What follows belongs to an exercise in optimizing a design on an open flow for small area, a short achievable clock period and few clock cycles per item; a production flow would make more cautious choices. RTL that was checked went through simulation tests only; none was proved equivalent to the original. No functional check of the RTL was part of run 1.

==> flow/design.v, too long to show whole: its modules and the start of the top module <==
// module trans_chroma_pipe: 1634 lines
module trans_chroma_pipe (
  input  logic        clk,
  input  logic        rst_n,
  input  logic        in_valid,
  output logic        in_ready,
  input  logic [7:0]  y_in,
  input  logic [15:0] c_in,
  output logic [7:0]  lut_y,
  output logic        lut_rd_en,
  input  logic [39:0] lut_mean,
  input  logic [39:0] lut_width,
  output logic        out_valid,
  input  logic        out_ready,
  output logic [39:0] out_data
);
  // ...
==> flow/flow/run.sh <==
#!/bin/bash
# The standard layout with two changes:
#  - synthesis skips the ABC pass of Yosys's generic "synth" fine stage, so the
#    full adders are extracted from the RTL's own XOR/majority structure
#    (registers are untouched; ORFS's own ABC mapping still runs afterwards);
#  - the port buffers buffer_ports inserts are plain buf_1 cells.
set -euo pipefail
bash standard.sh SYNTH_ARGS=-noabc BUFFER_PORTS_ARGS="-buffer_cell sky130_fd_sc_hd__buf_1" finish > standard.log 2>&1
==> flow/standard.sh <==
#!/bin/bash
# synth_recipe.tcl (not shown) runs the flow's synth.tcl, then flattens the netlist and writes it again
# the make line also repeats each setting of config.mk as NAME=value (left out here)
make -C /OpenROAD-flow-scripts/flow DESIGN_CONFIG=/design/flow/config.mk WORK_HOME=/design/flow/orfs CLKGATE_MAP_FILE= SYNTH_SCRIPT=/design/flow/synth_recipe.tcl "${@:-finish}"
==> flow/config.mk <==
export PLATFORM = sky130hd
export DESIGN_NAME = trans_chroma_pipe
export DESIGN_NICKNAME = trans_chroma_pipe
export VERILOG_FILES = /design/flow/design.v
export SDC_FILE = /design/flow/constraint.sdc
export NUM_CORES = 4
export LEC_CHECK = 0
export CAP_MARGIN = 20
export CORE_MARGIN = 2
export CORE_UTILIZATION = 40
export CTS_BUF_LIST = sky130_fd_sc_hd__clkbuf_16
export CTS_CLUSTER_DIAMETER = 150
export CTS_CLUSTER_SIZE = 24
export SETUP_SLACK_MARGIN = 3.65
export SLEW_MARGIN = 20
==> flow/constraint.sdc <==
create_clock -name core_clock -period 7.0 [get_ports {clk}]
set_input_delay 1.4000 -clock core_clock [delete_from_list [all_inputs] [get_ports {clk}]]
set_output_delay 1.4000 -clock core_clock [all_outputs]
set_load 0.01 [all_outputs]
==> results.cfg, run 1 <==
[critical_path]
cp.buffers_inverters = 0
path_class = reg2reg
path_cells = a22oi_2 -> xnor2_2 -> fa_1 -> fa_2 -> fa_2 -> fa_2 -> fa_1

[synthesis]
synth_compound_area_share_pct = 15.78
synth-xor-area-share_pct = 16.46
syn_avg_cell_area_um2 = 11.14
synthSimpleGateAreaFrac_pct = 5.844

[finish]
clock_area_share_pct = 1.494
synthToLayoutAreaGrowth_pct = 19.93
top_register = out_q
nMultiInputCombCells = 1616
finish.utilization_pct = 48.68

[floorplan]
tap_cells = 765
core_area_um2 = 57810

[hold_path]
hold_end = v_q[3]$_DFFE_PN0N_

[sta]
maxSlewHeadroom_pct = 45.67
setup_viol = 0
min_period_over_period_pct = 50.62

[drt]
first_pass_iters = 6
drc = 0
wirelength_um = 64630

[clock_network]
clkTransAtPathRegs_ns = 0.09

[status]
outcome = finished clean

[grt]
grtUsageTotal_pct = 20.81
==> inputs of run 2 (changes only) <==
--- a/flow/design.v
+++ b/flow/design.v
@@ -19,23 +19,25 @@
   logic p0_q;
   logic [39:0] out_q;
   logic [19:0] dq0;
   logic [9:0] oneq0;
   logic [9:0] twoq0;
   logic [9:0] negq0;
   logic [19:0] raq0;
   logic [19:0] rbq0;
+  logic [19:0] rcq0;
   logic lcq0;
   logic [19:0] dq1;
   logic [9:0] oneq1;
   logic [9:0] twoq1;
   logic [9:0] negq1;
   logic [19:0] raq1;
   logic [19:0] rbq1;
+  logic [19:0] rcq1;
   logic lcq1;
   logic [19:0] me0;
   logic [19:0] we0;
   logic [19:0] d0;
   logic [9:0] one0;
   logic [9:0] two0;
   logic [9:0] neg0;
   logic [20:0] pp0_0;
@@ -299,77 +301,79 @@
   logic s0_249;
   logic k0_250;
   logic s0_251;
   logic k0_252;
   logic s0_253;
   logic k0_254;
   logic s0_255;
   logic k0_256;
-  logic s0_257;
-  logic k0_258;
-  logic s0_259;
-  logic k0_260;
-  logic s0_261;
-  logic k0_262;
-  logic s0_263;
-  logic k0_264;
-  logic s0_265;
-  logic k0_266;
-  logic s0_267;
-  logic k0_268;
-  logic s0_269;
-  logic k0_270;
-  logic s0_271;
-  logic k0_272;
-  logic s0_273;
-  logic k0_274;
-  logic s0_275;
-  logic k0_276;
-  logic s0_277;
-  logic k0_278;
-  logic s0_279;
-  logic k0_280;
-  logic s0_281;
-  logic k0_282;
-  logic s0_283;
-  logic k0_284;
-  logic s0_285;
-  logic k0_286;
-  logic s0_287;
-  logic k0_288;
-  logic s0_289;
-  logic k0_290;
-  logic s0_291;
-  logic k0_292;
-  logic s0_293;
-  logic k0_294;
-  logic s0_295;
-  logic k0_296;
   logic [27:0] ra0;
   logic [27:0] rb0;
+  logic [27:0] rc0;
   logic lc0;
   logic [19:0] res0;
-  logic [20:0] sx0;
+  logic [19:0] fs0;
+  logic [19:0] fk0;
   logic [19:0] me1;
   logic [19:0] we1;
   logic [19:0] d1;
   logic [9:0] one1;
   logic [9:0] two1;
   logic [9:0] neg1;
   logic [20:0] pp1_0;
   logic [20:0] pp1_1;
   logic [20:0] pp1_2;
   logic [20:0] pp1_3;
   logic [20:0] pp1_4;
   logic [20:0] pp1_5;
   logic [20:0] pp1_6;
   logic [20:0] pp1_7;
   logic [20:0] pp1_8;
   logic [20:0] pp1_9;
+  logic s1_257;
+  logic k1_258;
+  logic s1_259;
+  logic k1_260;
+  logic s1_261;
+  logic k1_262;
+  logic s1_263;
+  logic k1_264;
+  logic s1_265;
+  logic k1_266;
+  logic s1_267;
+  logic k1_268;
+  logic s1_269;
+  logic k1_270;
+  logic s1_271;
+  logic k1_272;
+  logic s1_273;
+  logic k1_274;
+  logic s1_275;
+  logic k1_276;
+  logic s1_277;
+  logic k1_278;
+  logic s1_279;
+  logic k1_280;
+  logic s1_281;
+  logic k1_282;
+  logic s1_283;
+  logic k1_284;
+  logic s1_285;
+  logic k1_286;
+  logic s1_287;
+  logic k1_288;
+  logic s1_289;
+  logic k1_290;
+  logic s1_291;
+  logic k1_292;
+  logic s1_293;
+  logic k1_294;
+  logic s1_295;
+  logic k1_296;
   logic s1_297;
   logic k1_298;
   logic s1_299;
   logic k1_300;
   logic s1_301;
   logic k1_302;
   logic s1_303;
   logic k1_304;
@@ -576,101 +580,23 @@
   logic s1_505;
   logic k1_506;
   logic s1_507;
   logic k1_508;
   logic s1_509;
   logic k1_510;
   logic s1_511;
   logic k1_512;
-  logic s1_513;
-  logic k1_514;
-  logic s1_515;
-  logic k1_516;
-  logic s1_517;
-  logic k1_518;
-  logic s1_519;
-  logic k1_520;
-  logic s1_521;
-  logic k1_522;
-  logic s1_523;
-  logic k1_524;
-  logic s1_525;
-  logic k1_526;
-  logic s1_527;
-  logic k1_528;
-  logic s1_529;
-  logic k1_530;
-  logic s1_531;
-  logic k1_532;
-  logic s1_533;
-  logic k1_534;
-  logic s1_535;
-  logic k1_536;
-  logic s1_537;
-  logic k1_538;
-  logic s1_539;
-  logic k1_540;
-  logic s1_541;
-  logic k1_542;
-  logic s1_543;
-  logic k1_544;
-  logic s1_545;
-  logic k1_546;
-  logic s1_547;
-  logic k1_548;
-  logic s1_549;
-  logic k1_550;
-  logic s1_551;
-  logic k1_552;
-  logic s1_553;
-  logic k1_554;
-  logic s1_555;
-  logic k1_556;
-  logic s1_557;
-  logic k1_558;
-  logic s1_559;
-  logic k1_560;
-  logic s1_561;
-  logic k1_562;
-  logic s1_563;
-  logic k1_564;
-  logic s1_565;
-  logic k1_566;
-  logic s1_567;
-  logic k1_568;
-  logic s1_569;
-  logic k1_570;
-  logic s1_571;
-  logic k1_572;
-  logic s1_573;
-  logic k1_574;
-  logic s1_575;
-  logic k1_576;
-  logic s1_577;
-  logic k1_578;
-  logic s1_579;
-  logic k1_580;
-  logic s1_581;
-  logic k1_582;
-  logic s1_583;
-  logic k1_584;
-  logic s1_585;
-  logic k1_586;
-  logic s1_587;
-  logic k1_588;
-  logic s1_589;
-  logic k1_590;
-  logic s1_591;
-  logic k1_592;
   logic [27:0] ra1;
   logic [27:0] rb1;
+  logic [27:0] rc1;
   logic lc1;
   logic [19:0] res1;
-  logic [20:0] sx1;
+  logic [19:0] fs1;
+  logic [19:0] fk1;
   assign stall     = v_q[3] & ~out_ready;
   assign in_ready  = ~v_q[3] | out_ready | ~in_valid;
   assign lut_rd_en = ~v_q[3] | out_ready | ~v_q[0];
   assign lut_y     = y_in;
   assign out_valid = v_q[3];
   assign out_data  = out_q;
   assign me0 = p0_q ? 20'h06D00 : lut_mean[0+:20];
   assign we0 = p0_q ? 20'h00100 : lut_width[0+:20];
@@ -1054,96 +980,104 @@
   assign s0_249 = pp0_2[0] ^ s0_197;
   assign k0_250 = pp0_2[0] & s0_197;
   assign s0_251 = k0_198 ^ s0_199;
   assign k0_252 = k0_198 & s0_199;
   assign s0_253 = k0_200 ^ s0_201;
   assign k0_254 = k0_200 & s0_201;
   assign s0_255 = k0_202 ^ s0_203;
   assign k0_256 = k0_202 & s0_203;
-  assign s0_257 = k0_204 ^ s0_205;
-  assign k0_258 = k0_204 & s0_205;
-  assign {k0_260, s0_259} = {1'b0, s0_121} + {1'b0, k0_206} + {1'b0, s0_207};
-  assign {k0_262, s0_261} = {1'b0, s0_127} + {1'b0, k0_208} + {1'b0, s0_209};
-  assign {k0_264, s0_263} = {1'b0, s0_131} + {1'b0, k0_210} + {1'b0, s0_211};
-  assign {k0_266, s0_265} = {1'b0, s0_133} + {1'b0, k0_212} + {1'b0, s0_213};
-  assign {k0_268, s0_267} = {1'b0, s0_137} + {1'b0, k0_214} + {1'b0, s0_215};
-  assign {k0_270, s0_269} = {1'b0, s0_141} + {1'b0, k0_216} + {1'b0, s0_217};
-  assign {k0_272, s0_271} = {1'b0, s0_147} + {1'b0, k0_218} + {1'b0, s0_219};
-  assign {k0_274, s0_273} = {1'b0, k0_220} + {1'b0, s0_221} + {1'b0, s0_151};
-  assign {k0_276, s0_275} = {1'b0, k0_222} + {1'b0, s0_155} + {1'b0, s0_223};
-  assign {k0_278, s0_277} = {1'b0, s0_159} + {1'b0, k0_224} + {1'b0, s0_225};
-  assign {k0_280, s0_279} = {1'b0, s0_163} + {1'b0, k0_226} + {1'b0, s0_227};
-  assign {k0_282, s0_281} = {1'b0, s0_167} + {1'b0, k0_228} + {1'b0, s0_229};
-  assign {k0_284, s0_283} = {1'b0, s0_171} + {1'b0, k0_230} + {1'b0, s0_231};
-  assign {k0_286, s0_285} = {1'b0, s0_175} + {1'b0, k0_232} + {1'b0, s0_233};
-  assign {k0_288, s0_287} = {1'b0, s0_179} + {1'b0, k0_234} + {1'b0, s0_235};
-  assign {k0_290, s0_289} = {1'b0, s0_183} + {1'b0, k0_236} + {1'b0, s0_237};
-  assign {k0_292, s0_291} = {1'b0, k0_184} + {1'b0, s0_239} + {1'b0, k0_238};
-  assign {k0_294, s0_293} = {1'b0, s0_191} + {1'b0, k0_240} + {1'b0, s0_241};
-  assign {k0_296, s0_295} = {1'b0, s0_193} + {1'b0, k0_242} + {1'b0, s0_243};
   assign ra0[0] = negq0[0];
   assign rb0[0] = pp0_0[0];
+  assign rc0[0] = 1'b0;
   assign ra0[1] = pp0_0[1];
   assign rb0[1] = 1'b0;
+  assign rc0[1] = 1'b0;
   assign ra0[2] = s0_245;
   assign rb0[2] = 1'b0;
+  assign rc0[2] = 1'b0;
   assign ra0[3] = k0_246;
   assign rb0[3] = s0_247;
+  assign rc0[3] = 1'b0;
   assign ra0[4] = k0_248;
   assign rb0[4] = s0_249;
+  assign rc0[4] = 1'b0;
   assign ra0[5] = k0_250;
   assign rb0[5] = s0_251;
+  assign rc0[5] = 1'b0;
   assign ra0[6] = k0_252;
   assign rb0[6] = s0_253;
+  assign rc0[6] = 1'b0;
   assign ra0[7] = k0_254;
   assign rb0[7] = s0_255;
+  assign rc0[7] = 1'b0;
   assign ra0[8] = k0_256;
-  assign rb0[8] = s0_257;
-  assign ra0[9] = k0_258;
-  assign rb0[9] = s0_259;
-  assign ra0[10] = k0_260;
-  assign rb0[10] = s0_261;
-  assign ra0[11] = k0_262;
-  assign rb0[11] = s0_263;
-  assign ra0[12] = k0_264;
-  assign rb0[12] = s0_265;
-  assign ra0[13] = k0_266;
-  assign rb0[13] = s0_267;
-  assign ra0[14] = k0_268;
-  assign rb0[14] = s0_269;
-  assign ra0[15] = k0_270;
-  assign rb0[15] = s0_271;
-  assign ra0[16] = k0_272;
-  assign rb0[16] = s0_273;
-  assign ra0[17] = k0_274;
-  assign rb0[17] = s0_275;
-  assign ra0[18] = k0_276;
-  assign rb0[18] = s0_277;
-  assign ra0[19] = k0_278;
-  assign rb0[19] = s0_279;
-  assign ra0[20] = k0_280;
-  assign rb0[20] = s0_281;
-  assign ra0[21] = k0_282;
-  assign rb0[21] = s0_283;
-  assign ra0[22] = k0_284;
-  assign rb0[22] = s0_285;
-  assign ra0[23] = k0_286;
-  assign rb0[23] = s0_287;
-  assign ra0[24] = k0_288;
-  assign rb0[24] = s0_289;
-  assign ra0[25] = k0_290;
-  assign rb0[25] = s0_291;
-  assign ra0[26] = k0_292;
-  assign rb0[26] = s0_293;
-  assign ra0[27] = k0_294;
-  assign rb0[27] = s0_295;
+  assign rb0[8] = k0_204;
+  assign rc0[8] = s0_205;
+  assign ra0[9] = s0_121;
+  assign rb0[9] = k0_206;
+  assign rc0[9] = s0_207;
+  assign ra0[10] = s0_127;
+  assign rb0[10] = k0_208;
+  assign rc0[10] = s0_209;
+  assign ra0[11] = s0_131;
+  assign rb0[11] = k0_210;
+  assign rc0[11] = s0_211;
+  assign ra0[12] = s0_133;
+  assign rb0[12] = k0_212;
+  assign rc0[12] = s0_213;
+  assign ra0[13] = s0_137;
+  assign rb0[13] = k0_214;
+  assign rc0[13] = s0_215;
+  assign ra0[14] = s0_141;
+  assign rb0[14] = k0_216;
+  assign rc0[14] = s0_217;
+  assign ra0[15] = s0_147;
+  assign rb0[15] = k0_218;
+  assign rc0[15] = s0_219;
+  assign ra0[16] = k0_220;
+  assign rb0[16] = s0_221;
+  assign rc0[16] = s0_151;
+  assign ra0[17] = k0_222;
+  assign rb0[17] = s0_155;
+  assign rc0[17] = s0_223;
+  assign ra0[18] = s0_159;
+  assign rb0[18] = k0_224;
+  assign rc0[18] = s0_225;
+  assign ra0[19] = s0_163;
+  assign rb0[19] = k0_226;
+  assign rc0[19] = s0_227;
+  assign ra0[20] = s0_167;
+  assign rb0[20] = k0_228;
+  assign rc0[20] = s0_229;
+  assign ra0[21] = s0_171;
+  assign rb0[21] = k0_230;
+  assign rc0[21] = s0_231;
+  assign ra0[22] = s0_175;
+  assign rb0[22] = k0_232;
+  assign rc0[22] = s0_233;
+  assign ra0[23] = s0_179;
+  assign rb0[23] = k0_234;
+  assign rc0[23] = s0_235;
+  assign ra0[24] = s0_183;
+  assign rb0[24] = k0_236;
+  assign rc0[24] = s0_237;
+  assign ra0[25] = k0_184;
+  assign rb0[25] = s0_239;
+  assign rc0[25] = k0_238;
+  assign ra0[26] = s0_191;
+  assign rb0[26] = k0_240;
+  assign rc0[26] = s0_241;
+  assign ra0[27] = s0_193;
+  assign rb0[27] = k0_242;
+  assign rc0[27] = s0_243;
   assign lc0 = ({1'b0, ra0[7:0]} + {1'b0, rb0[7:0]}) >> 8;
-  assign sx0 = {raq0, 1'b1} + {rbq0, lcq0};
-  assign res0 = sx0[20:1];
+  assign fs0 = raq0 ^ rbq0 ^ rcq0;
+  assign fk0 = {(raq0[18:0] & rbq0[18:0]) | (raq0[18:0] & rcq0[18:0]) | (rbq0[18:0] & rcq0[18:0]), lcq0};
+  assign res0 = fs0 + fk0;
   assign me1 = p0_q ? 20'h06D00 : lut_mean[20+:20];
   assign we1 = p0_q ? 20'h00100 : lut_width[20+:20];
   assign d1 = {4'b0, c0_q[8+:8], 8'b0} - me1;
   assign one1[0] = we1[0] ^ 1'b0;
   assign two1[0] = (we1[1] & ~we1[0] & ~1'b0) | (~we1[1] & we1[0] & 1'b0);
   assign neg1[0] = we1[1];
   assign one1[1] = we1[2] ^ we1[1];
   assign two1[1] = (we1[3] & ~we1[2] & ~we1[1]) | (~we1[3] & we1[2] & we1[1]);
@@ -1377,258 +1311,268 @@
   assign pp1_9[13] = ((oneq1[9] & dq1[13]) | (twoq1[9] & dq1[12])) ^ negq1[9];
   assign pp1_9[14] = ((oneq1[9] & dq1[14]) | (twoq1[9] & dq1[13])) ^ negq1[9];
   assign pp1_9[15] = ((oneq1[9] & dq1[15]) | (twoq1[9] & dq1[14])) ^ negq1[9];
   assign pp1_9[16] = ((oneq1[9] & dq1[16]) | (twoq1[9] & dq1[15])) ^ negq1[9];
   assign pp1_9[17] = ((oneq1[9] & dq1[17]) | (twoq1[9] & dq1[16])) ^ negq1[9];
   assign pp1_9[18] = ((oneq1[9] & dq1[18]) | (twoq1[9] & dq1[17])) ^ negq1[9];
   assign pp1_9[19] = ((oneq1[9] & dq1[19]) | (twoq1[9] & dq1[18])) ^ negq1[9];
   assign pp1_9[20] = ((oneq1[9] & dq1[19]) | (twoq1[9] & dq1[19])) ^ negq1[9];
-  assign {k1_298, s1_297} = {1'b0, 1'b1} + {1'b0, negq1[8]} + {1'b0, pp1_0[16]};
-  assign {k1_300, s1_299} = {1'b0, pp1_0[17]} + {1'b0, pp1_1[15]} + {1'b0, pp1_2[13]};
-  assign {k1_302, s1_301} = {1'b0, 1'b1} + {1'b0, negq1[9]} + {1'b0, pp1_0[18]};
-  assign {k1_304, s1_303} = {1'b0, pp1_1[16]} + {1'b0, pp1_2[14]} + {1'b0, pp1_3[12]};
-  assign {k1_306, s1_305} = {1'b0, 1'b1} + {1'b0, pp1_0[19]} + {1'b0, pp1_1[17]};
-  assign {k1_308, s1_307} = {1'b0, pp1_2[15]} + {1'b0, pp1_3[13]} + {1'b0, pp1_4[11]};
-  assign {k1_310, s1_309} = {1'b0, 1'b1} + {1'b0, ~pp1_0[20]} + {1'b0, pp1_1[18]};
-  assign {k1_312, s1_311} = {1'b0, pp1_2[16]} + {1'b0, pp1_3[14]} + {1'b0, pp1_4[12]};
-  assign {k1_314, s1_313} = {1'b0, pp1_1[19]} + {1'b0, pp1_2[17]} + {1'b0, pp1_3[15]};
-  assign {k1_316, s1_315} = {1'b0, ~pp1_1[20]} + {1'b0, pp1_2[18]} + {1'b0, pp1_3[16]};
-  assign {k1_318, s1_317} = {1'b0, negq1[5]} + {1'b0, pp1_0[10]} + {1'b0, pp1_1[8]};
-  assign {k1_320, s1_319} = {1'b0, pp1_0[11]} + {1'b0, pp1_1[9]} + {1'b0, pp1_2[7]};
-  assign {k1_322, s1_321} = {1'b0, negq1[6]} + {1'b0, pp1_0[12]} + {1'b0, pp1_1[10]};
-  assign {k1_324, s1_323} = {1'b0, pp1_2[8]} + {1'b0, pp1_3[6]} + {1'b0, pp1_4[4]};
-  assign {k1_326, s1_325} = {1'b0, pp1_0[13]} + {1'b0, pp1_1[11]} + {1'b0, pp1_2[9]};
-  assign {k1_328, s1_327} = {1'b0, pp1_3[7]} + {1'b0, pp1_4[5]} + {1'b0, pp1_5[3]};
-  assign {k1_330, s1_329} = {1'b0, negq1[7]} + {1'b0, pp1_0[14]} + {1'b0, pp1_1[12]};
-  assign {k1_332, s1_331} = {1'b0, pp1_2[10]} + {1'b0, pp1_3[8]} + {1'b0, pp1_4[6]};
-  assign {k1_334, s1_333} = {1'b0, pp1_5[4]} + {1'b0, pp1_6[2]} + {1'b0, pp1_7[0]};
-  assign {k1_336, s1_335} = {1'b0, pp1_0[15]} + {1'b0, pp1_1[13]} + {1'b0, pp1_2[11]};
-  assign {k1_338, s1_337} = {1'b0, pp1_3[9]} + {1'b0, pp1_4[7]} + {1'b0, pp1_5[5]};
-  assign s1_339 = pp1_6[3] ^ pp1_7[1];
-  assign k1_340 = pp1_6[3] & pp1_7[1];
-  assign {k1_342, s1_341} = {1'b0, pp1_1[14]} + {1'b0, pp1_2[12]} + {1'b0, pp1_3[10]};
-  assign {k1_344, s1_343} = {1'b0, pp1_4[8]} + {1'b0, pp1_5[6]} + {1'b0, pp1_6[4]};
-  assign {k1_346, s1_345} = {1'b0, pp1_7[2]} + {1'b0, pp1_8[0]} + {1'b0, s1_297};
-  assign {k1_348, s1_347} = {1'b0, pp1_3[11]} + {1'b0, pp1_4[9]} + {1'b0, pp1_5[7]};
-  assign {k1_350, s1_349} = {1'b0, pp1_6[5]} + {1'b0, pp1_7[3]} + {1'b0, pp1_8[1]};
-  assign s1_351 = k1_298 ^ s1_299;
-  assign k1_352 = k1_298 & s1_299;
-  assign {k1_354, s1_353} = {1'b0, pp1_4[10]} + {1'b0, pp1_5[8]} + {1'b0, pp1_6[6]};
-  assign {k1_356, s1_355} = {1'b0, pp1_7[4]} + {1'b0, pp1_8[2]} + {1'b0, pp1_9[0]};
-  assign {k1_358, s1_357} = {1'b0, k1_300} + {1'b0, s1_301} + {1'b0, s1_303};
-  assign {k1_360, s1_359} = {1'b0, pp1_5[9]} + {1'b0, pp1_6[7]} + {1'b0, pp1_7[5]};
-  assign {k1_362, s1_361} = {1'b0, pp1_8[3]} + {1'b0, pp1_9[1]} + {1'b0, k1_302};
-  assign {k1_364, s1_363} = {1'b0, k1_304} + {1'b0, s1_305} + {1'b0, s1_307};
-  assign {k1_366, s1_365} = {1'b0, pp1_5[10]} + {1'b0, pp1_6[8]} + {1'b0, pp1_7[6]};
-  assign {k1_368, s1_367} = {1'b0, pp1_8[4]} + {1'b0, pp1_9[2]} + {1'b0, k1_306};
-  assign {k1_370, s1_369} = {1'b0, k1_308} + {1'b0, s1_309} + {1'b0, s1_311};
-  assign {k1_372, s1_371} = {1'b0, pp1_4[13]} + {1'b0, pp1_5[11]} + {1'b0, pp1_6[9]};
-  assign {k1_374, s1_373} = {1'b0, pp1_7[7]} + {1'b0, pp1_8[5]} + {1'b0, pp1_9[3]};
-  assign {k1_376, s1_375} = {1'b0, k1_310} + {1'b0, k1_312} + {1'b0, s1_313};
-  assign {k1_378, s1_377} = {1'b0, pp1_4[14]} + {1'b0, pp1_5[12]} + {1'b0, pp1_6[10]};
-  assign {k1_380, s1_379} = {1'b0, pp1_7[8]} + {1'b0, pp1_8[6]} + {1'b0, pp1_9[4]};
-  assign s1_381 = k1_314 ^ s1_315;
-  assign k1_382 = k1_314 & s1_315;
-  assign {k1_384, s1_383} = {1'b0, pp1_2[19]} + {1'b0, pp1_3[17]} + {1'b0, pp1_4[15]};
-  assign {k1_386, s1_385} = {1'b0, pp1_5[13]} + {1'b0, pp1_6[11]} + {1'b0, pp1_7[9]};
-  assign {k1_388, s1_387} = {1'b0, pp1_8[7]} + {1'b0, pp1_9[5]} + {1'b0, k1_316};
-  assign {k1_390, s1_389} = {1'b0, 1'b1} + {1'b0, ~pp1_2[20]} + {1'b0, pp1_3[18]};
-  assign {k1_392, s1_391} = {1'b0, pp1_4[16]} + {1'b0, pp1_5[14]} + {1'b0, pp1_6[12]};
-  assign {k1_394, s1_393} = {1'b0, pp1_7[10]} + {1'b0, pp1_8[8]} + {1'b0, pp1_9[6]};
-  assign {k1_396, s1_395} = {1'b0, 1'b1} + {1'b0, pp1_3[19]} + {1'b0, pp1_4[17]};
-  assign {k1_398, s1_397} = {1'b0, pp1_5[15]} + {1'b0, pp1_6[13]} + {1'b0, pp1_7[11]};
-  assign s1_399 = pp1_8[9] ^ pp1_9[7];
-  assign k1_400 = pp1_8[9] & pp1_9[7];
-  assign {k1_402, s1_401} = {1'b0, ~pp1_3[20]} + {1'b0, pp1_4[18]} + {1'b0, pp1_5[16]};
-  assign {k1_404, s1_403} = {1'b0, pp1_6[14]} + {1'b0, pp1_7[12]} + {1'b0, pp1_8[10]};
-  assign {k1_406, s1_405} = {1'b0, 1'b1} + {1'b0, pp1_4[19]} + {1'b0, pp1_5[17]};
-  assign {k1_408, s1_407} = {1'b0, pp1_6[15]} + {1'b0, pp1_7[13]} + {1'b0, pp1_8[11]};
-  assign {k1_410, s1_409} = {1'b0, negq1[3]} + {1'b0, pp1_0[6]} + {1'b0, pp1_1[4]};
-  assign {k1_412, s1_411} = {1'b0, pp1_0[7]} + {1'b0, pp1_1[5]} + {1'b0, pp1_2[3]};
-  assign {k1_414, s1_413} = {1'b0, negq1[4]} + {1'b0, pp1_0[8]} + {1'b0, pp1_1[6]};
-  assign {k1_416, s1_415} = {1'b0, pp1_2[4]} + {1'b0, pp1_3[2]} + {1'b0, pp1_4[0]};
-  assign {k1_418, s1_417} = {1'b0, pp1_0[9]} + {1'b0, pp1_1[7]} + {1'b0, pp1_2[5]};
-  assign s1_419 = pp1_3[3] ^ pp1_4[1];
-  assign k1_420 = pp1_3[3] & pp1_4[1];
-  assign {k1_422, s1_421} = {1'b0, pp1_2[6]} + {1'b0, pp1_3[4]} + {1'b0, pp1_4[2]};
-  assign s1_423 = pp1_5[0] ^ s1_317;
-  assign k1_424 = pp1_5[0] & s1_317;
-  assign {k1_426, s1_425} = {1'b0, pp1_3[5]} + {1'b0, pp1_4[3]} + {1'b0, pp1_5[1]};
-  assign s1_427 = k1_318 ^ s1_319;
-  assign k1_428 = k1_318 & s1_319;
-  assign {k1_430, s1_429} = {1'b0, pp1_5[2]} + {1'b0, pp1_6[0]} + {1'b0, k1_320};
-  assign s1_431 = s1_321 ^ s1_323;
-  assign k1_432 = s1_321 & s1_323;
-  assign {k1_434, s1_433} = {1'b0, pp1_6[1]} + {1'b0, k1_322} + {1'b0, k1_324};
-  assign s1_435 = s1_325 ^ s1_327;
-  assign k1_436 = s1_325 & s1_327;
-  assign {k1_438, s1_437} = {1'b0, k1_326} + {1'b0, k1_328} + {1'b0, s1_329};
-  assign s1_439 = s1_331 ^ s1_333;
-  assign k1_440 = s1_331 & s1_333;
-  assign {k1_442, s1_441} = {1'b0, s1_339} + {1'b0, k1_330} + {1'b0, k1_332};
-  assign {k1_444, s1_443} = {1'b0, k1_334} + {1'b0, s1_335} + {1'b0, s1_337};
-  assign {k1_446, s1_445} = {1'b0, k1_340} + {1'b0, k1_336} + {1'b0, k1_338};
-  assign {k1_448, s1_447} = {1'b0, s1_341} + {1'b0, s1_343} + {1'b0, s1_345};
-  assign {k1_450, s1_449} = {1'b0, k1_342} + {1'b0, k1_344} + {1'b0, s1_347};
-  assign {k1_452, s1_451} = {1'b0, s1_349} + {1'b0, s1_351} + {1'b0, k1_346};
-  assign {k1_454, s1_453} = {1'b0, k1_348} + {1'b0, k1_350} + {1'b0, s1_353};
-  assign {k1_456, s1_455} = {1'b0, s1_355} + {1'b0, k1_352} + {1'b0, s1_357};
-  assign {k1_458, s1_457} = {1'b0, k1_354} + {1'b0, k1_356} + {1'b0, s1_359};
-  assign {k1_460, s1_459} = {1'b0, k1_358} + {1'b0, s1_361} + {1'b0, s1_363};
-  assign {k1_462, s1_461} = {1'b0, k1_360} + {1'b0, s1_365} + {1'b0, k1_362};
-  assign {k1_464, s1_463} = {1'b0, k1_364} + {1'b0, s1_367} + {1'b0, s1_369};
-  assign {k1_466, s1_465} = {1'b0, k1_366} + {1'b0, s1_371} + {1'b0, s1_373};
-  assign {k1_468, s1_467} = {1'b0, k1_368} + {1'b0, k1_370} + {1'b0, s1_375};
-  assign {k1_470, s1_469} = {1'b0, k1_372} + {1'b0, k1_374} + {1'b0, s1_377};
-  assign {k1_472, s1_471} = {1'b0, s1_379} + {1'b0, s1_381} + {1'b0, k1_376};
-  assign {k1_474, s1_473} = {1'b0, k1_378} + {1'b0, k1_380} + {1'b0, s1_383};
-  assign {k1_476, s1_475} = {1'b0, s1_385} + {1'b0, k1_382} + {1'b0, s1_387};
-  assign {k1_478, s1_477} = {1'b0, k1_384} + {1'b0, k1_386} + {1'b0, s1_389};
-  assign {k1_480, s1_479} = {1'b0, s1_391} + {1'b0, s1_393} + {1'b0, k1_388};
-  assign {k1_482, s1_481} = {1'b0, s1_399} + {1'b0, k1_390} + {1'b0, k1_392};
-  assign {k1_484, s1_483} = {1'b0, k1_394} + {1'b0, s1_395} + {1'b0, s1_397};
-  assign {k1_486, s1_485} = {1'b0, pp1_9[8]} + {1'b0, k1_400} + {1'b0, k1_396};
-  assign {k1_488, s1_487} = {1'b0, k1_398} + {1'b0, s1_401} + {1'b0, s1_403};
-  assign {k1_490, s1_489} = {1'b0, pp1_9[9]} + {1'b0, k1_402} + {1'b0, k1_404};
-  assign s1_491 = s1_405 ^ s1_407;
-  assign k1_492 = s1_405 & s1_407;
-  assign {k1_494, s1_493} = {1'b0, negq1[2]} + {1'b0, pp1_0[4]} + {1'b0, pp1_1[2]};
-  assign {k1_496, s1_495} = {1'b0, pp1_0[5]} + {1'b0, pp1_1[3]} + {1'b0, pp1_2[1]};
-  assign {k1_498, s1_497} = {1'b0, pp1_2[2]} + {1'b0, pp1_3[0]} + {1'b0, s1_409};
-  assign {k1_500, s1_499} = {1'b0, pp1_3[1]} + {1'b0, k1_410} + {1'b0, s1_411};
-  assign {k1_502, s1_501} = {1'b0, k1_412} + {1'b0, s1_413} + {1'b0, s1_415};
-  assign {k1_504, s1_503} = {1'b0, s1_419} + {1'b0, k1_414} + {1'b0, k1_416};
-  assign {k1_506, s1_505} = {1'b0, k1_420} + {1'b0, k1_418} + {1'b0, s1_421};
-  assign {k1_508, s1_507} = {1'b0, k1_422} + {1'b0, s1_425} + {1'b0, k1_424};
-  assign {k1_510, s1_509} = {1'b0, k1_426} + {1'b0, k1_428} + {1'b0, s1_431};
-  assign {k1_512, s1_511} = {1'b0, k1_432} + {1'b0, s1_435} + {1'b0, k1_430};
-  assign {k1_514, s1_513} = {1'b0, k1_436} + {1'b0, s1_439} + {1'b0, k1_434};
-  assign {k1_516, s1_515} = {1'b0, k1_440} + {1'b0, k1_438} + {1'b0, s1_441};
-  assign {k1_518, s1_517} = {1'b0, k1_442} + {1'b0, k1_444} + {1'b0, s1_445};
-  assign {k1_520, s1_519} = {1'b0, k1_446} + {1'b0, s1_449} + {1'b0, k1_448};
-  assign {k1_522, s1_521} = {1'b0, k1_450} + {1'b0, s1_453} + {1'b0, k1_452};
-  assign {k1_524, s1_523} = {1'b0, k1_454} + {1'b0, s1_457} + {1'b0, k1_456};
-  assign {k1_526, s1_525} = {1'b0, k1_458} + {1'b0, s1_461} + {1'b0, k1_460};
-  assign {k1_528, s1_527} = {1'b0, s1_465} + {1'b0, k1_462} + {1'b0, k1_464};
-  assign {k1_530, s1_529} = {1'b0, k1_466} + {1'b0, s1_469} + {1'b0, k1_468};
-  assign {k1_532, s1_531} = {1'b0, k1_470} + {1'b0, s1_473} + {1'b0, k1_472};
-  assign {k1_534, s1_533} = {1'b0, k1_474} + {1'b0, s1_477} + {1'b0, k1_476};
-  assign {k1_536, s1_535} = {1'b0, k1_478} + {1'b0, s1_481} + {1'b0, s1_483};
-  assign {k1_538, s1_537} = {1'b0, k1_482} + {1'b0, k1_484} + {1'b0, s1_485};
-  assign {k1_540, s1_539} = {1'b0, s1_491} + {1'b0, k1_486} + {1'b0, k1_488};
-  assign {k1_542, s1_541} = {1'b0, negq1[1]} + {1'b0, pp1_0[2]} + {1'b0, pp1_1[0]};
-  assign s1_543 = pp1_0[3] ^ pp1_1[1];
-  assign k1_544 = pp1_0[3] & pp1_1[1];
-  assign s1_545 = pp1_2[0] ^ s1_493;
-  assign k1_546 = pp1_2[0] & s1_493;
-  assign s1_547 = k1_494 ^ s1_495;
-  assign k1_548 = k1_494 & s1_495;
-  assign s1_549 = k1_496 ^ s1_497;
-  assign k1_550 = k1_496 & s1_497;
-  assign s1_551 = k1_498 ^ s1_499;
-  assign k1_552 = k1_498 & s1_499;
-  assign s1_553 = k1_500 ^ s1_501;
-  assign k1_554 = k1_500 & s1_501;
-  assign {k1_556, s1_555} = {1'b0, s1_417} + {1'b0, k1_502} + {1'b0, s1_503};
-  assign {k1_558, s1_557} = {1'b0, s1_423} + {1'b0, k1_504} + {1'b0, s1_505};
-  assign {k1_560, s1_559} = {1'b0, s1_427} + {1'b0, k1_506} + {1'b0, s1_507};
-  assign {k1_562, s1_561} = {1'b0, s1_429} + {1'b0, k1_508} + {1'b0, s1_509};
-  assign {k1_564, s1_563} = {1'b0, s1_433} + {1'b0, k1_510} + {1'b0, s1_511};
-  assign {k1_566, s1_565} = {1'b0, s1_437} + {1'b0, k1_512} + {1'b0, s1_513};
-  assign {k1_568, s1_567} = {1'b0, s1_443} + {1'b0, k1_514} + {1'b0, s1_515};
-  assign {k1_570, s1_569} = {1'b0, k1_516} + {1'b0, s1_517} + {1'b0, s1_447};
-  assign {k1_572, s1_571} = {1'b0, k1_518} + {1'b0, s1_451} + {1'b0, s1_519};
-  assign {k1_574, s1_573} = {1'b0, s1_455} + {1'b0, k1_520} + {1'b0, s1_521};
-  assign {k1_576, s1_575} = {1'b0, s1_459} + {1'b0, k1_522} + {1'b0, s1_523};
-  assign {k1_578, s1_577} = {1'b0, s1_463} + {1'b0, k1_524} + {1'b0, s1_525};
-  assign {k1_580, s1_579} = {1'b0, s1_467} + {1'b0, k1_526} + {1'b0, s1_527};
-  assign {k1_582, s1_581} = {1'b0, s1_471} + {1'b0, k1_528} + {1'b0, s1_529};
-  assign {k1_584, s1_583} = {1'b0, s1_475} + {1'b0, k1_530} + {1'b0, s1_531};
-  assign {k1_586, s1_585} = {1'b0, s1_479} + {1'b0, k1_532} + {1'b0, s1_533};
-  assign {k1_588, s1_587} = {1'b0, k1_480} + {1'b0, s1_535} + {1'b0, k1_534};
-  assign {k1_590, s1_589} = {1'b0, s1_487} + {1'b0, k1_536} + {1'b0, s1_537};
-  assign {k1_592, s1_591} = {1'b0, s1_489} + {1'b0, k1_538} + {1'b0, s1_539};
+  assign {k1_258, s1_257} = {1'b0, 1'b1} + {1'b0, negq1[8]} + {1'b0, pp1_0[16]};
+  assign {k1_260, s1_259} = {1'b0, pp1_0[17]} + {1'b0, pp1_1[15]} + {1'b0, pp1_2[13]};
+  assign {k1_262, s1_261} = {1'b0, 1'b1} + {1'b0, negq1[9]} + {1'b0, pp1_0[18]};
+  assign {k1_264, s1_263} = {1'b0, pp1_1[16]} + {1'b0, pp1_2[14]} + {1'b0, pp1_3[12]};
+  assign {k1_266, s1_265} = {1'b0, 1'b1} + {1'b0, pp1_0[19]} + {1'b0, pp1_1[17]};
+  assign {k1_268, s1_267} = {1'b0, pp1_2[15]} + {1'b0, pp1_3[13]} + {1'b0, pp1_4[11]};
+  assign {k1_270, s1_269} = {1'b0, 1'b1} + {1'b0, ~pp1_0[20]} + {1'b0, pp1_1[18]};
+  assign {k1_272, s1_271} = {1'b0, pp1_2[16]} + {1'b0, pp1_3[14]} + {1'b0, pp1_4[12]};
+  assign {k1_274, s1_273} = {1'b0, pp1_1[19]} + {1'b0, pp1_2[17]} + {1'b0, pp1_3[15]};
+  assign {k1_276, s1_275} = {1'b0, ~pp1_1[20]} + {1'b0, pp1_2[18]} + {1'b0, pp1_3[16]};
+  assign {k1_278, s1_277} = {1'b0, negq1[5]} + {1'b0, pp1_0[10]} + {1'b0, pp1_1[8]};
+  assign {k1_280, s1_279} = {1'b0, pp1_0[11]} + {1'b0, pp1_1[9]} + {1'b0, pp1_2[7]};
+  assign {k1_282, s1_281} = {1'b0, negq1[6]} + {1'b0, pp1_0[12]} + {1'b0, pp1_1[10]};
+  assign {k1_284, s1_283} = {1'b0, pp1_2[8]} + {1'b0, pp1_3[6]} + {1'b0, pp1_4[4]};
+  assign {k1_286, s1_285} = {1'b0, pp1_0[13]} + {1'b0, pp1_1[11]} + {1'b0, pp1_2[9]};
+  assign {k1_288, s1_287} = {1'b0, pp1_3[7]} + {1'b0, pp1_4[5]} + {1'b0, pp1_5[3]};
+  assign {k1_290, s1_289} = {1'b0, negq1[7]} + {1'b0, pp1_0[14]} + {1'b0, pp1_1[12]};
+  assign {k1_292, s1_291} = {1'b0, pp1_2[10]} + {1'b0, pp1_3[8]} + {1'b0, pp1_4[6]};
+  assign {k1_294, s1_293} = {1'b0, pp1_5[4]} + {1'b0, pp1_6[2]} + {1'b0, pp1_7[0]};
+  assign {k1_296, s1_295} = {1'b0, pp1_0[15]} + {1'b0, pp1_1[13]} + {1'b0, pp1_2[11]};
+  assign {k1_298, s1_297} = {1'b0, pp1_3[9]} + {1'b0, pp1_4[7]} + {1'b0, pp1_5[5]};
+  assign s1_299 = pp1_6[3] ^ pp1_7[1];
+  assign k1_300 = pp1_6[3] & pp1_7[1];
+  assign {k1_302, s1_301} = {1'b0, pp1_1[14]} + {1'b0, pp1_2[12]} + {1'b0, pp1_3[10]};
+  assign {k1_304, s1_303} = {1'b0, pp1_4[8]} + {1'b0, pp1_5[6]} + {1'b0, pp1_6[4]};
+  assign {k1_306, s1_305} = {1'b0, pp1_7[2]} + {1'b0, pp1_8[0]} + {1'b0, s1_257};
+  assign {k1_308, s1_307} = {1'b0, pp1_3[11]} + {1'b0, pp1_4[9]} + {1'b0, pp1_5[7]};
+  assign {k1_310, s1_309} = {1'b0, pp1_6[5]} + {1'b0, pp1_7[3]} + {1'b0, pp1_8[1]};
+  assign s1_311 = k1_258 ^ s1_259;
+  assign k1_312 = k1_258 & s1_259;
+  assign {k1_314, s1_313} = {1'b0, pp1_4[10]} + {1'b0, pp1_5[8]} + {1'b0, pp1_6[6]};
+  assign {k1_316, s1_315} = {1'b0, pp1_7[4]} + {1'b0, pp1_8[2]} + {1'b0, pp1_9[0]};
+  assign {k1_318, s1_317} = {1'b0, k1_260} + {1'b0, s1_261} + {1'b0, s1_263};
+  assign {k1_320, s1_319} = {1'b0, pp1_5[9]} + {1'b0, pp1_6[7]} + {1'b0, pp1_7[5]};
+  assign {k1_322, s1_321} = {1'b0, pp1_8[3]} + {1'b0, pp1_9[1]} + {1'b0, k1_262};
+  assign {k1_324, s1_323} = {1'b0, k1_264} + {1'b0, s1_265} + {1'b0, s1_267};
+  assign {k1_326, s1_325} = {1'b0, pp1_5[10]} + {1'b0, pp1_6[8]} + {1'b0, pp1_7[6]};
+  assign {k1_328, s1_327} = {1'b0, pp1_8[4]} + {1'b0, pp1_9[2]} + {1'b0, k1_266};
+  assign {k1_330, s1_329} = {1'b0, k1_268} + {1'b0, s1_269} + {1'b0, s1_271};
+  assign {k1_332, s1_331} = {1'b0, pp1_4[13]} + {1'b0, pp1_5[11]} + {1'b0, pp1_6[9]};
+  assign {k1_334, s1_333} = {1'b0, pp1_7[7]} + {1'b0, pp1_8[5]} + {1'b0, pp1_9[3]};
+  assign {k1_336, s1_335} = {1'b0, k1_270} + {1'b0, k1_272} + {1'b0, s1_273};
+  assign {k1_338, s1_337} = {1'b0, pp1_4[14]} + {1'b0, pp1_5[12]} + {1'b0, pp1_6[10]};
+  assign {k1_340, s1_339} = {1'b0, pp1_7[8]} + {1'b0, pp1_8[6]} + {1'b0, pp1_9[4]};
+  assign s1_341 = k1_274 ^ s1_275;
+  assign k1_342 = k1_274 & s1_275;
+  assign {k1_344, s1_343} = {1'b0, pp1_2[19]} + {1'b0, pp1_3[17]} + {1'b0, pp1_4[15]};
+  assign {k1_346, s1_345} = {1'b0, pp1_5[13]} + {1'b0, pp1_6[11]} + {1'b0, pp1_7[9]};
+  assign {k1_348, s1_347} = {1'b0, pp1_8[7]} + {1'b0, pp1_9[5]} + {1'b0, k1_276};
+  assign {k1_350, s1_349} = {1'b0, 1'b1} + {1'b0, ~pp1_2[20]} + {1'b0, pp1_3[18]};
+  assign {k1_352, s1_351} = {1'b0, pp1_4[16]} + {1'b0, pp1_5[14]} + {1'b0, pp1_6[12]};
+  assign {k1_354, s1_353} = {1'b0, pp1_7[10]} + {1'b0, pp1_8[8]} + {1'b0, pp1_9[6]};
+  assign {k1_356, s1_355} = {1'b0, 1'b1} + {1'b0, pp1_3[19]} + {1'b0, pp1_4[17]};
+  assign {k1_358, s1_357} = {1'b0, pp1_5[15]} + {1'b0, pp1_6[13]} + {1'b0, pp1_7[11]};
+  assign s1_359 = pp1_8[9] ^ pp1_9[7];
+  assign k1_360 = pp1_8[9] & pp1_9[7];
+  assign {k1_362, s1_361} = {1'b0, ~pp1_3[20]} + {1'b0, pp1_4[18]} + {1'b0, pp1_5[16]};
+  assign {k1_364, s1_363} = {1'b0, pp1_6[14]} + {1'b0, pp1_7[12]} + {1'b0, pp1_8[10]};
+  assign {k1_366, s1_365} = {1'b0, 1'b1} + {1'b0, pp1_4[19]} + {1'b0, pp1_5[17]};
+  assign {k1_368, s1_367} = {1'b0, pp1_6[15]} + {1'b0, pp1_7[13]} + {1'b0, pp1_8[11]};
+  assign {k1_370, s1_369} = {1'b0, negq1[3]} + {1'b0, pp1_0[6]} + {1'b0, pp1_1[4]};
+  assign {k1_372, s1_371} = {1'b0, pp1_0[7]} + {1'b0, pp1_1[5]} + {1'b0, pp1_2[3]};
+  assign {k1_374, s1_373} = {1'b0, negq1[4]} + {1'b0, pp1_0[8]} + {1'b0, pp1_1[6]};
+  assign {k1_376, s1_375} = {1'b0, pp1_2[4]} + {1'b0, pp1_3[2]} + {1'b0, pp1_4[0]};
+  assign {k1_378, s1_377} = {1'b0, pp1_0[9]} + {1'b0, pp1_1[7]} + {1'b0, pp1_2[5]};
+  assign s1_379 = pp1_3[3] ^ pp1_4[1];
+  assign k1_380 = pp1_3[3] & pp1_4[1];
+  assign {k1_382, s1_381} = {1'b0, pp1_2[6]} + {1'b0, pp1_3[4]} + {1'b0, pp1_4[2]};
+  assign s1_383 = pp1_5[0] ^ s1_277;
+  assign k1_384 = pp1_5[0] & s1_277;
+  assign {k1_386, s1_385} = {1'b0, pp1_3[5]} + {1'b0, pp1_4[3]} + {1'b0, pp1_5[1]};
+  assign s1_387 = k1_278 ^ s1_279;
+  assign k1_388 = k1_278 & s1_279;
+  assign {k1_390, s1_389} = {1'b0, pp1_5[2]} + {1'b0, pp1_6[0]} + {1'b0, k1_280};
+  assign s1_391 = s1_281 ^ s1_283;
+  assign k1_392 = s1_281 & s1_283;
+  assign {k1_394, s1_393} = {1'b0, pp1_6[1]} + {1'b0, k1_282} + {1'b0, k1_284};
+  assign s1_395 = s1_285 ^ s1_287;
+  assign k1_396 = s1_285 & s1_287;
+  assign {k1_398, s1_397} = {1'b0, k1_286} + {1'b0, k1_288} + {1'b0, s1_289};
+  assign s1_399 = s1_291 ^ s1_293;
+  assign k1_400 = s1_291 & s1_293;
+  assign {k1_402, s1_401} = {1'b0, s1_299} + {1'b0, k1_290} + {1'b0, k1_292};
+  assign {k1_404, s1_403} = {1'b0, k1_294} + {1'b0, s1_295} + {1'b0, s1_297};
+  assign {k1_406, s1_405} = {1'b0, k1_300} + {1'b0, k1_296} + {1'b0, k1_298};
+  assign {k1_408, s1_407} = {1'b0, s1_301} + {1'b0, s1_303} + {1'b0, s1_305};
+  assign {k1_410, s1_409} = {1'b0, k1_302} + {1'b0, k1_304} + {1'b0, s1_307};
+  assign {k1_412, s1_411} = {1'b0, s1_309} + {1'b0, s1_311} + {1'b0, k1_306};
+  assign {k1_414, s1_413} = {1'b0, k1_308} + {1'b0, k1_310} + {1'b0, s1_313};
+  assign {k1_416, s1_415} = {1'b0, s1_315} + {1'b0, k1_312} + {1'b0, s1_317};
+  assign {k1_418, s1_417} = {1'b0, k1_314} + {1'b0, k1_316} + {1'b0, s1_319};
+  assign {k1_420, s1_419} = {1'b0, k1_318} + {1'b0, s1_321} + {1'b0, s1_323};
+  assign {k1_422, s1_421} = {1'b0, k1_320} + {1'b0, s1_325} + {1'b0, k1_322};
+  assign {k1_424, s1_423} = {1'b0, k1_324} + {1'b0, s1_327} + {1'b0, s1_329};
+  assign {k1_426, s1_425} = {1'b0, k1_326} + {1'b0, s1_331} + {1'b0, s1_333};
+  assign {k1_428, s1_427} = {1'b0, k1_328} + {1'b0, k1_330} + {1'b0, s1_335};
+  assign {k1_430, s1_429} = {1'b0, k1_332} + {1'b0, k1_334} + {1'b0, s1_337};
+  assign {k1_432, s1_431} = {1'b0, s1_339} + {1'b0, s1_341} + {1'b0, k1_336};
+  assign {k1_434, s1_433} = {1'b0, k1_338} + {1'b0, k1_340} + {1'b0, s1_343};
+  assign {k1_436, s1_435} = {1'b0, s1_345} + {1'b0, k1_342} + {1'b0, s1_347};
+  assign {k1_438, s1_437} = {1'b0, k1_344} + {1'b0, k1_346} + {1'b0, s1_349};
+  assign {k1_440, s1_439} = {1'b0, s1_351} + {1'b0, s1_353} + {1'b0, k1_348};
+  assign {k1_442, s1_441} = {1'b0, s1_359} + {1'b0, k1_350} + {1'b0, k1_352};
+  assign {k1_444, s1_443} = {1'b0, k1_354} + {1'b0, s1_355} + {1'b0, s1_357};
+  assign {k1_446, s1_445} = {1'b0, pp1_9[8]} + {1'b0, k1_360} + {1'b0, k1_356};
+  assign {k1_448, s1_447} = {1'b0, k1_358} + {1'b0, s1_361} + {1'b0, s1_363};
+  assign {k1_450, s1_449} = {1'b0, pp1_9[9]} + {1'b0, k1_362} + {1'b0, k1_364};
+  assign s1_451 = s1_365 ^ s1_367;
+  assign k1_452 = s1_365 & s1_367;
+  assign {k1_454, s1_453} = {1'b0, negq1[2]} + {1'b0, pp1_0[4]} + {1'b0, pp1_1[2]};
+  assign {k1_456, s1_455} = {1'b0, pp1_0[5]} + {1'b0, pp1_1[3]} + {1'b0, pp1_2[1]};
+  assign {k1_458, s1_457} = {1'b0, pp1_2[2]} + {1'b0, pp1_3[0]} + {1'b0, s1_369};
+  assign {k1_460, s1_459} = {1'b0, pp1_3[1]} + {1'b0, k1_370} + {1'b0, s1_371};
+  assign {k1_462, s1_461} = {1'b0, k1_372} + {1'b0, s1_373} + {1'b0, s1_375};
+  assign {k1_464, s1_463} = {1'b0, s1_379} + {1'b0, k1_374} + {1'b0, k1_376};
+  assign {k1_466, s1_465} = {1'b0, k1_380} + {1'b0, k1_378} + {1'b0, s1_381};
+  assign {k1_468, s1_467} = {1'b0, k1_382} + {1'b0, s1_385} + {1'b0, k1_384};
+  assign {k1_470, s1_469} = {1'b0, k1_386} + {1'b0, k1_388} + {1'b0, s1_391};
+  assign {k1_472, s1_471} = {1'b0, k1_392} + {1'b0, s1_395} + {1'b0, k1_390};
+  assign {k1_474, s1_473} = {1'b0, k1_396} + {1'b0, s1_399} + {1'b0, k1_394};
+  assign {k1_476, s1_475} = {1'b0, k1_400} + {1'b0, k1_398} + {1'b0, s1_401};
+  assign {k1_478, s1_477} = {1'b0, k1_402} + {1'b0, k1_404} + {1'b0, s1_405};
+  assign {k1_480, s1_479} = {1'b0, k1_406} + {1'b0, s1_409} + {1'b0, k1_408};
+  assign {k1_482, s1_481} = {1'b0, k1_410} + {1'b0, s1_413} + {1'b0, k1_412};
+  assign {k1_484, s1_483} = {1'b0, k1_414} + {1'b0, s1_417} + {1'b0, k1_416};
+  assign {k1_486, s1_485} = {1'b0, k1_418} + {1'b0, s1_421} + {1'b0, k1_420};
+  assign {k1_488, s1_487} = {1'b0, s1_425} + {1'b0, k1_422} + {1'b0, k1_424};
+  assign {k1_490, s1_489} = {1'b0, k1_426} + {1'b0, s1_429} + {1'b0, k1_428};
+  assign {k1_492, s1_491} = {1'b0, k1_430} + {1'b0, s1_433} + {1'b0, k1_432};
+  assign {k1_494, s1_493} = {1'b0, k1_434} + {1'b0, s1_437} + {1'b0, k1_436};
+  assign {k1_496, s1_495} = {1'b0, k1_438} + {1'b0, s1_441} + {1'b0, s1_443};
+  assign {k1_498, s1_497} = {1'b0, k1_442} + {1'b0, k1_444} + {1'b0, s1_445};
+  assign {k1_500, s1_499} = {1'b0, s1_451} + {1'b0, k1_446} + {1'b0, k1_448};
+  assign {k1_502, s1_501} = {1'b0, negq1[1]} + {1'b0, pp1_0[2]} + {1'b0, pp1_1[0]};
+  assign s1_503 = pp1_0[3] ^ pp1_1[1];
+  assign k1_504 = pp1_0[3] & pp1_1[1];
+  assign s1_505 = pp1_2[0] ^ s1_453;
+  assign k1_506 = pp1_2[0] & s1_453;
+  assign s1_507 = k1_454 ^ s1_455;
+  assign k1_508 = k1_454 & s1_455;
+  assign s1_509 = k1_456 ^ s1_457;
+  assign k1_510 = k1_456 & s1_457;
+  assign s1_511 = k1_458 ^ s1_459;
+  assign k1_512 = k1_458 & s1_459;
   assign ra1[0] = negq1[0];
   assign rb1[0] = pp1_0[0];
+  assign rc1[0] = 1'b0;
   assign ra1[1] = pp1_0[1];
   assign rb1[1] = 1'b0;
-  assign ra1[2] = s1_541;
+  assign rc1[1] = 1'b0;
+  assign ra1[2] = s1_501;
   assign rb1[2] = 1'b0;
-  assign ra1[3] = k1_542;
-  assign rb1[3] = s1_543;
-  assign ra1[4] = k1_544;
-  assign rb1[4] = s1_545;
-  assign ra1[5] = k1_546;
-  assign rb1[5] = s1_547;
-  assign ra1[6] = k1_548;
-  assign rb1[6] = s1_549;
-  assign ra1[7] = k1_550;
-  assign rb1[7] = s1_551;
-  assign ra1[8] = k1_552;
-  assign rb1[8] = s1_553;
-  assign ra1[9] = k1_554;
-  assign rb1[9] = s1_555;
-  assign ra1[10] = k1_556;
-  assign rb1[10] = s1_557;
-  assign ra1[11] = k1_558;
-  assign rb1[11] = s1_559;
-  assign ra1[12] = k1_560;
-  assign rb1[12] = s1_561;
-  assign ra1[13] = k1_562;
-  assign rb1[13] = s1_563;
-  assign ra1[14] = k1_564;
-  assign rb1[14] = s1_565;
-  assign ra1[15] = k1_566;
-  assign rb1[15] = s1_567;
-  assign ra1[16] = k1_568;
-  assign rb1[16] = s1_569;
-  assign ra1[17] = k1_570;
-  assign rb1[17] = s1_571;
-  assign ra1[18] = k1_572;
-  assign rb1[18] = s1_573;
-  assign ra1[19] = k1_574;
-  assign rb1[19] = s1_575;
-  assign ra1[20] = k1_576;
-  assign rb1[20] = s1_577;
-  assign ra1[21] = k1_578;
-  assign rb1[21] = s1_579;
-  assign ra1[22] = k1_580;
-  assign rb1[22] = s1_581;
-  assign ra1[23] = k1_582;
-  assign rb1[23] = s1_583;
-  assign ra1[24] = k1_584;
-  assign rb1[24] = s1_585;
-  assign ra1[25] = k1_586;
-  assign rb1[25] = s1_587;
-  assign ra1[26] = k1_588;
-  assign rb1[26] = s1_589;
-  assign ra1[27] = k1_590;
-  assign rb1[27] = s1_591;
+  assign rc1[2] = 1'b0;
+  assign ra1[3] = k1_502;
+  assign rb1[3] = s1_503;
+  assign rc1[3] = 1'b0;
+  assign ra1[4] = k1_504;
+  assign rb1[4] = s1_505;
+  assign rc1[4] = 1'b0;
+  assign ra1[5] = k1_506;
+  assign rb1[5] = s1_507;
+  assign rc1[5] = 1'b0;
+  assign ra1[6] = k1_508;
+  assign rb1[6] = s1_509;
+  assign rc1[6] = 1'b0;
+  assign ra1[7] = k1_510;
+  assign rb1[7] = s1_511;
+  assign rc1[7] = 1'b0;
+  assign ra1[8] = k1_512;
+  assign rb1[8] = k1_460;
+  assign rc1[8] = s1_461;
+  assign ra1[9] = s1_377;
+  assign rb1[9] = k1_462;
+  assign rc1[9] = s1_463;
+  assign ra1[10] = s1_383;
+  assign rb1[10] = k1_464;
+  assign rc1[10] = s1_465;
+  assign ra1[11] = s1_387;
+  assign rb1[11] = k1_466;
+  assign rc1[11] = s1_467;
+  assign ra1[12] = s1_389;
+  assign rb1[12] = k1_468;
+  assign rc1[12] = s1_469;
+  assign ra1[13] = s1_393;
+  assign rb1[13] = k1_470;
+  assign rc1[13] = s1_471;
+  assign ra1[14] = s1_397;
+  assign rb1[14] = k1_472;
+  assign rc1[14] = s1_473;
+  assign ra1[15] = s1_403;
+  assign rb1[15] = k1_474;
+  assign rc1[15] = s1_475;
+  assign ra1[16] = k1_476;
+  assign rb1[16] = s1_477;
+  assign rc1[16] = s1_407;
+  assign ra1[17] = k1_478;
+  assign rb1[17] = s1_411;
+  assign rc1[17] = s1_479;
+  assign ra1[18] = s1_415;
+  assign rb1[18] = k1_480;
+  assign rc1[18] = s1_481;
+  assign ra1[19] = s1_419;
+  assign rb1[19] = k1_482;
+  assign rc1[19] = s1_483;
+  assign ra1[20] = s1_423;
+  assign rb1[20] = k1_484;
+  assign rc1[20] = s1_485;
+  assign ra1[21] = s1_427;
+  assign rb1[21] = k1_486;
+  assign rc1[21] = s1_487;
+  assign ra1[22] = s1_431;
+  assign rb1[22] = k1_488;
+  assign rc1[22] = s1_489;
+  assign ra1[23] = s1_435;
+  assign rb1[23] = k1_490;
+  assign rc1[23] = s1_491;
+  assign ra1[24] = s1_439;
+  assign rb1[24] = k1_492;
+  assign rc1[24] = s1_493;
+  assign ra1[25] = k1_440;
+  assign rb1[25] = s1_495;
+  assign rc1[25] = k1_494;
+  assign ra1[26] = s1_447;
+  assign rb1[26] = k1_496;
+  assign rc1[26] = s1_497;
+  assign ra1[27] = s1_449;
+  assign rb1[27] = k1_498;
+  assign rc1[27] = s1_499;
   assign lc1 = ({1'b0, ra1[7:0]} + {1'b0, rb1[7:0]}) >> 8;
-  assign sx1 = {raq1, 1'b1} + {rbq1, lcq1};
-  assign res1 = sx1[20:1];
+  assign fs1 = raq1 ^ rbq1 ^ rcq1;
+  assign fk1 = {(raq1[18:0] & rbq1[18:0]) | (raq1[18:0] & rcq1[18:0]) | (rbq1[18:0] & rcq1[18:0]), lcq1};
+  assign res1 = fs1 + fk1;
   always_ff @(posedge clk or negedge rst_n) begin
     if (!rst_n) v_q <= '0;
     else if (!stall) v_q <= {v_q[2:0], in_valid};
   end
   always_ff @(posedge clk) begin
     if (!stall) begin
       c0_q <= c_in;
       p0_q <= (y_in >= 8'd125) && (y_in <= 8'd188);
       dq0 <= d0;
       oneq0 <= one0;
       twoq0 <= two0;
       negq0 <= neg0;
       raq0 <= ra0[27:8];
       rbq0 <= rb0[27:8];
+      rcq0 <= rc0[27:8];
       lcq0 <= lc0;
       dq1 <= d1;
       oneq1 <= one1;
       twoq1 <= two1;
       negq1 <= neg1;
       raq1 <= ra1[27:8];
       rbq1 <= rb1[27:8];
+      rcq1 <= rc1[27:8];
       lcq1 <= lc1;
       out_q <= {res1, res0};
     end
   end
 endmodule
==> flow/config.mk (replaced) <==
export PLATFORM = sky130hd
export DESIGN_NAME = trans_chroma_pipe
export DESIGN_NICKNAME = trans_chroma_pipe
export VERILOG_FILES = /design/flow/design.v
export SDC_FILE = /design/flow/constraint.sdc
export NUM_CORES = 4
export LEC_CHECK = 0
export CAP_MARGIN = 20
export CORE_MARGIN = 2
export CORE_UTILIZATION = 40
export CTS_BUF_LIST = sky130_fd_sc_hd__clkbuf_4
export CTS_CLUSTER_SIZE = 20
export SETUP_SLACK_MARGIN = 3.5
export SLEW_MARGIN = 20
==> run 2 against run 1 <==
Effect of this change:
- still clean on timing, DRC and antenna
- cell count down 1.4%
- clock skew is 0.021 ns higher
- core utilization fell by 4.8 points
- maximum frequency is 2.6% higher
- synthesized area grew 5.4%
- first-iteration DRC count shrank 6.7%
- count of clock-buffer cells in the layout increased by 100
- wire length is 6.5% lower
- largest cell class unchanged
- highest routed layer is now met4
==> results.cfg, run 2 <==
[synthesis]
synthesis.nets = 2619
synth_largest_area_cell = edfxtp_1
yosysTopAreaCellShare_pct = 33.86
ys_top_cells_by_count = xnor2_1, a22oi_1, edfxtp_1, fa_1, clkbuf_1
ys_warn_count = 1
ys_ff_latch = 283
yosysSeqAreaShare_pct = 34.26
async_flop_share_pct = 1.413
synth.cell_area_um2 = 24740
synth_edf_count = 279
synth_flop_cell = edfxtp_1
yosysMostFrequentCell = xnor2_1
synth_cell_types = 66
synth.area.top_cells = edfxtp_1, fa_1, xnor2_1
syn_avg_cell_area_um2 = 11.49
synthCells = 2154

[grt]
antenna_found_initial = 1
overflow = 0
grt_pass1_wl_um = 95160
grt_pass1_vias = 17360
grtUsageTotal_pct = 18.79
grt_max_degree = 84

[clock_network]
clockRootBuffer = clkbuf_4
cts_hold_buf = 0
insertion_delay_ns = 0.78
numClockSinks = 283
clkTransAtPathRegs_ns = 0.06
htreeDepth = 3
clock_path_buffers = 3
cts_tree = done
cts-buffers-inserted = 78

[finish]
synthToLayoutAreaGrowth_pct = 8.975
top_register = out_q
final_cell_mix = xnor2_1, a22oi_1, edfxtp_1
final_common_cell = xnor2_1
drive_gt1_share_pct = 8.529
finish.utilization_pct = 43.86
largest_reg_flops = 40
fin_cells = 3089
fin_nets = 2707

[sta]
maxSlewHeadroom_pct = 24.01
fin_ws_ns = 3.545
period_needed_ns = 3.455
clock_skew_ns = 0.04840
setup_viol = 0
rsz0062_at_grt = true
timing.fmax_mhz = 289.4
min_period_over_period_pct = 49.36
drv_slew = 0
setup_tns_ns = 0
hold_violations = 0
worst_pin_slew_ns = 1.140

[drt]
final_antenna_net_count = 0
drtIter0Drc = 1389
wirelength_um = 60410
first_pass_iters = 6
vias_per_cell = 5.541
drc = 0
vias = 17120
routedWlPerCell_um = 19.56

[flow_run]
maxCapViolCount = 0

[critical_path]
cp.required_ns = 7.53
path_class = reg2reg
reg2reg_depth = 8
crit_family = adder cells
cpMaxStageDelayCell = edfxtp_1
cp-end-kind = flip-flop
cp-start-kind = flip-flop
max_stage_delay_ns = 0.91
path_cells = a22oi_1 -> xnor2_1 -> fa_1 -> fa_1 -> ha_1 -> ha_1 -> a21o_1 -> a21o_1
cp_max_fo = 20
rr_startpoint = dq0[6]$_DFFE_PN_
r2r_setup_slack_ns = 3.55
cp.depth = 8
cp.buffers_inverters = 0
worstReg2RegEnd = lcq0$_DFFE_PN_
arrival_ns = 3.98

[placed_design]
portBuffers = 158
routabilityCongestion = 0.8459
hpwl_um = 41790
dp_worst_setup_slack_ns = 3.424
place_inst = 2920

[floorplan]
die-area_um2 = 63870
row_count = 91
initial_utilization_pct = 40.25
die_w_um = 252.7
io_pins = 159
core_area_um2 = 61480
dieHeight_um = 252.7

[status]
outcome = finished clean

[hold_path]
hold_path.class = in2async
-- run 2: worst max path at each step --
stage | from | end
floorplan | out_ready | c0_q[0]$_DFFE_PN_
global placement | out_ready | lut_rd_en
detailed placement | out_ready | lut_rd_en
CTS | oneq0[3]$_DFFE_PN_ | rcq0[13]$_DFFE_PN_
global route | dq1[4]$_DFFE_PN_ | lcq1$_DFFE_PN_
finish | dq0[6]$_DFFE_PN_ | lcq0$_DFFE_PN_
-- run 2: metrics by stage --
stage                     hold WS (ns)  cell area [µm²]
after detailed placement        0.4456            25670
after global placement          0.4419            25670
after global routing            0.3986            26970
after CTS                       0.3420            26650
after floorplan                 0.4334            24750
final                           0.4401            26970
-- run 2: cells by family after synthesis --
kind of cell    count (synthesis)  share of synthesized area (%)
flops                         283                          34.26
mux                             5                         0.2124
fa+ha+maj                     357                          25.45
compound gates                515                          14.85
xor+xnor                      435                          15.40
simple gates                  306                          5.825
buf+inv                       253                          4.000
-- run 2: per-layer routing --
metal  up-vias  track usage [%]  part of all wire, %
met1      8442            26.64                   45
met4         0            6.560                  2.5
li1       7850                -                    -
met5         -                0                    0
met2       703            28.75                   45
met3       121            3.635                  7.9
-- run 2: worst reg2reg max path, cell delays in order (launching register included) --
cell,delay (ns)
edfxtp_1,0.91
a22oi_1,0.21
xnor2_1,0.28
fa_1,0.47
fa_1,0.45
ha_1,0.29
ha_1,0.27
a21o_1,0.16
a21o_1,0.17
-- run 2: timing repair --
| action | CTS | global route |
|---|---|---|
| setup buffers | 1 | 29 |
| gates resized for setup | 1 | 2 |
| endpoints found under the setup margin | 4 | 30 |
-- run 2: area by class of cell --
type	count	area, µm²
Sequential cell	283	8478
Fill cell	5796	34520
Clock inverter	21	110.1
Inverter	54	206.4
Tap cell	790	988.4
Clock buffer	115	863.3
Antenna cell	1	2.502
Multi-Input combinational cell	1618	15280
Timing Repair Buffer	207	1033
Testbench counts of run 2, summed over its fixed seeds: cycles 16,032, pixels 16,000.

[re-timing with driven ports]
In the flow no input, the clock included, has a driving cell. The finished layouts below were timed again as built, in two steps.
Step 1 assumes that a clkbuf_16 drives the clock port and a buf_2 every other input.
Step 2, shift: input delay + t, output delay - t, t = (earliest + latest rising clock arrival at the registers) / 2. This alone moves slack from input paths to output paths.
a / b / c = ideal / step 1 / step 2; a / b = the first two.
| run | t, ns | slack for setup (ns) | worst hold slack (ns) | worst setup path at the end | latest minus earliest clock arrival (ns) |
|---|---|---|---|---|---|
| run 1 | 0.574 | 3.457 / 3.457 / 3.267 | 0.473 / 0.473 / 0.473 | input to register | 0.029 / 0.028 |
| run 2 | 0.816 | 3.545 / 3.545 / 3.499 | 0.440 / 0.410 / 0.470 | input to register | 0.059 / 0.060 |
After both steps every run listed still meets setup and hold. For run 1, which loses most, drivers alone change the setup slack by 0.000 ns; drivers and shift together by -0.190 ns.
